Context: an optimization exercise on an open-source flow, tuned for small area. The choices shown serve that exercise and are no tape-out recipe.
The RTL was checked by simulation tests, not by an equivalence proof against the original design.
Power and IR drop assume default switching activity.

== build 74 ==
==> module load_input_buffer, before the edit <==
module load_input_buffer #(
  parameter int IN_W       = 8,
  parameter int IMG_BITS   = 784,
  parameter int RD_W       = 1,
  parameter int DOUBLE_BUF = 1,
  localparam int WORDS     = IMG_BITS / IN_W,
  localparam int RDEPTH    = IMG_BITS / RD_W,
  localparam int RA_W      = (RDEPTH > 1) ? $clog2(RDEPTH) : 1,
  localparam int WC_W      = (WORDS > 1) ? $clog2(WORDS) : 1
) (
  input  logic            clk,
  input  logic            rst,
  input  logic            trigger,
  input  logic [IN_W-1:0] data,
  input  logic [RA_W-1:0] addr,
  output logic [RD_W-1:0] q,
  output logic            ready,
  input  logic            release_i,
  output logic            loading,
  output logic            drop,
  output logic [WC_W-1:0] wr_cnt
);
  localparam int WB = IMG_BITS - IN_W;             
  localparam logic [WC_W-1:0] LAST_CNT = WC_W'(WORDS - 1);
  logic [WB-1:0]       w_q;        
  logic [IN_W-1:0]     l_q;        
  logic [IMG_BITS-1:0] r_q;        
  logic                r_full_q;   
  logic                w_full_q;   
  logic [WC_W-1:0]     cnt_q;
  logic                drop_q;
  logic [RD_W-1:0]     q_q;
  logic wr_ok, last, rel, shift, done, to_r, to_l, ld_r;
  assign wr_ok = trigger & ~w_full_q;
  assign last  = (cnt_q == LAST_CNT);
  assign rel   = release_i & r_full_q;
  assign shift = wr_ok & ~last;
  assign done  = wr_ok & last;
  assign to_r  = done & (~r_full_q | rel);
  assign to_l  = done & r_full_q & ~rel;
  assign ld_r  = to_r | (rel & w_full_q);
  always_ff @(posedge clk) begin
    if (rst) begin
      cnt_q    <= '0;
      r_full_q <= 1'b0;
      w_full_q <= 1'b0;
      drop_q   <= 1'b0;
    end else begin
      if (done)       cnt_q <= '0;
      else if (shift) cnt_q <= cnt_q + 1'b1;
      r_full_q <= ld_r | (r_full_q & ~rel);
      w_full_q <= to_l | (w_full_q & ~rel);
      drop_q   <= trigger & w_full_q;
    end
  end
  logic p_q;
  logic [IN_W-1:0] dx;
  assign dx = data ^ {IN_W{p_q}};
  always_ff @(posedge clk) begin
    if (rst) p_q <= 1'b0;
    else     p_q <= ~p_q;
  end
  logic shift_n, to_l_n, ld_r_n;
  assign shift_n = ~shift;
  assign to_l_n  = ~to_l;
  assign ld_r_n  = ~ld_r;
  logic [WB-1:0]       w_d;
  logic [IN_W-1:0]     l_d;
  logic [IMG_BITS-1:0] r_d, r_src;
  logic [WB-1:0]       w_src;
  assign w_src = {dx, w_q[WB-1:IN_W]};
  assign r_src = {(w_full_q ? l_q : dx), w_q};
  for (genvar i = 0; i < WB; i++) begin : g_w
    lib_hold_mux u_m (.s(shift), .s_n(shift_n), .a(w_q[i]), .b(w_src[i]), .y(w_d[i]));
  end
  for (genvar i = 0; i < IN_W; i++) begin : g_l
    lib_hold_mux u_m (.s(to_l), .s_n(to_l_n), .a(l_q[i]), .b(dx[i]), .y(l_d[i]));
  end
  for (genvar i = 0; i < IMG_BITS; i++) begin : g_r
    lib_hold_mux u_m (.s(ld_r), .s_n(ld_r_n), .a(r_q[i]), .b(r_src[i]), .y(r_d[i]));
  end
  always_ff @(posedge clk) begin
    w_q <= w_d;
    l_q <= l_d;
    r_q <= r_d;
  end
  always_ff @(posedge clk) begin
    if (rst)                              q_q <= '0;
    else if (addr < RA_W'(RDEPTH))        q_q <= r_q[addr] ^ p_q;
    else                                  q_q <= '0;
  end
  assign q       = q_q;
  assign ready   = r_full_q;
  assign drop    = drop_q;
  assign wr_cnt  = cnt_q;
  assign loading = (cnt_q != '0);
endmodule
==> module lib_hold_mux, before the edit <==
module lib_hold_mux (
  input  logic s,
  input  logic s_n,
  input  logic a,
  input  logic b,
  output logic y
);
  assign y = ~((s | a) & (s_n | b));
endmodule
make LEC_CHECK=0 CAP_MARGIN=20 CORE_MARGIN=2 CORE_UTILIZATION=40 SLEW_MARGIN=20 SYNTH_HIERARCHICAL=1 SYNTH_MINIMUM_KEEP_SIZE=0 finish   # period 6.0 ns
run.sh (not shown) runs the stock make flow with config.mk's settings and CLKGATE_MAP_FILE= SYNTH_SCRIPT=/design/flow/synth_recipe.tcl, a recipe that flattens the netlist after the stock synthesis.
For build 15, these inputs were changed with respect to build 74:
--- a/flow/design.v
+++ b/flow/design.v
@@ -71,23 +71,43 @@
   assign w_src = {dx, w_q[WB-1:IN_W]};
   assign r_src = {(w_full_q ? l_q : dx), w_q};
   for (genvar i = 0; i < WB; i++) begin : g_w
-    lib_hold_mux u_m (.s(shift), .s_n(shift_n), .a(w_q[i]), .b(w_src[i]), .y(w_d[i]));
+    lib_oai22 u_m (.a1(shift), .a2(w_q[i]), .b1(shift_n), .b2(w_src[i]), .y(w_d[i]));
   end
   for (genvar i = 0; i < IN_W; i++) begin : g_l
-    lib_hold_mux u_m (.s(to_l), .s_n(to_l_n), .a(l_q[i]), .b(dx[i]), .y(l_d[i]));
+    lib_oai22 u_m (.a1(to_l), .a2(l_q[i]), .b1(to_l_n), .b2(dx[i]), .y(l_d[i]));
   end
   for (genvar i = 0; i < IMG_BITS; i++) begin : g_r
-    lib_hold_mux u_m (.s(ld_r), .s_n(ld_r_n), .a(r_q[i]), .b(r_src[i]), .y(r_d[i]));
+    lib_oai22 u_m (.a1(ld_r), .a2(r_q[i]), .b1(ld_r_n), .b2(r_src[i]), .y(r_d[i]));
   end
   always_ff @(posedge clk) begin
     w_q <= w_d;
     l_q <= l_d;
     r_q <= r_d;
   end
+  localparam int NCOL = 32;
+  localparam int NROW = (IMG_BITS + NCOL - 1) / NCOL;    
+  logic [NCOL-1:0] col_n;
+  logic [NROW-1:0] row_n, term;
+  logic            valid, rd_inv;
+  for (genvar c = 0; c < NCOL; c++) begin : g_col
+    assign col_n[c] = ~(addr[4:0] == 5'(c));
+  end
+  for (genvar r = 0; r < NROW; r++) begin : g_row
+    assign row_n[r] = ~(addr[RA_W-1:5] == (RA_W-5)'(r));
+  end
+  for (genvar r = 0; r < NROW; r++) begin : g_rd
+    localparam int NB = (IMG_BITS - r*NCOL < NCOL) ? IMG_BITS - r*NCOL : NCOL;   
+    if (NB == NCOL) begin : g_f
+      lib_rd_row #(.N(NCOL)) u_r (.col_n(col_n), .bits(r_q[r*NCOL +: NCOL]), .row_n(row_n[r]), .y(term[r]));
+    end else begin : g_h
+      lib_rd_row #(.N(NB)) u_r (.col_n(col_n[NB-1:0]), .bits(r_q[r*NCOL +: NB]), .row_n(row_n[r]), .y(term[r]));
+    end
+  end
+  assign valid  = (addr < RA_W'(RDEPTH));
+  assign rd_inv = |term;
   always_ff @(posedge clk) begin
-    if (rst)                              q_q <= '0;
-    else if (addr < RA_W'(RDEPTH))        q_q <= r_q[addr] ^ p_q;
-    else                                  q_q <= '0;
+    if (rst) q_q <= '0;
+    else     q_q <= valid & ~(rd_inv ^ p_q);
   end
   assign q       = q_q;
   assign ready   = r_full_q;
@@ -95,12 +115,22 @@
   assign wr_cnt  = cnt_q;
   assign loading = (cnt_q != '0);
 endmodule
-module lib_hold_mux (
-  input  logic s,
-  input  logic s_n,
-  input  logic a,
-  input  logic b,
+module lib_oai22 (
+  input  logic a1,
+  input  logic a2,
+  input  logic b1,
+  input  logic b2,
   output logic y
 );
-  assign y = ~((s | a) & (s_n | b));
+  assign y = ~((a1 | a2) & (b1 | b2));
 endmodule
+module lib_rd_row #(
+  parameter int N = 32
+) (
+  input  logic [N-1:0] col_n,
+  input  logic [N-1:0] bits,
+  input  logic         row_n,
+  output logic         y
+);
+  assign y = ~row_n & |(~col_n & ~bits);
+endmodule
### Flow results
- Every stage of the flow completed for build 15, and the final layout passed the timing, DRC and antenna checks.
- Relative to build 74, the placed cell area measured on build 15 has decreased by a few percent.
- Final design instance area without fill is higher on build 74
- Of build 15 and build 74, build 74 shows the lower via count normalized by instance count, with build 15 above it.
- Delta (build 15 minus build 74): sum of met3 wire segment lengths after detailed routing increased by about 100% relative to the old numbers; multi-input combinational area share decreased by 3.0 points relative to the old numbers; antenna cell count decreased by 2 relative to the old numbers.
- Higher minimum clock period after layout among build 15 and build 74: build 15
- In the flow results for build 15 and build 74, the portion of total power attributed to the clock network is smaller on build 74.
- Delta (build 15 minus build 74): power decreased by 5.8% relative to the old numbers; combined area of the multi-input logic cells went down 2400 um2; routed wire length increased by 20% relative to the old numbers; area growth from synthesis to layout has increased; cell count after synthesis increased 0.47%.

-- what the ideal ports hide --
How much do the figures lean on ideal ports? The routed layouts below were timed once more, with nothing changed but the port constraints. Step 1: set_driving_cell puts a clkbuf_16 on clk and a buf_2 on each other input, an assumption about the parent block. Step 2 times the ports against the registers' clock, not the clock port: input delays grow and output delays shrink by t, the midpoint of the rising clock arrivals with the driver on. a / b / c = ideal ports / drivers / drivers and shift; a / b = the first two.
| run | shift t [ns] | setup WS [ns] | slew at the worst register clock pin (ns) | cell pins on the clock port's net |
|---|---|---|---|---|
| build 74 | 0.821 | 1.789 / 1.813 / 0.993 | 0.07 / 0.07 | 1 |
| build 15 | 0.827 | 1.248 / 1.297 / 0.470 | 0.07 / 0.07 | 1 |
After both steps every run listed still meets setup and hold. For build 74, which loses most, drivers alone change the setup slack by +0.024 ns; drivers and shift together by -0.796 ns.
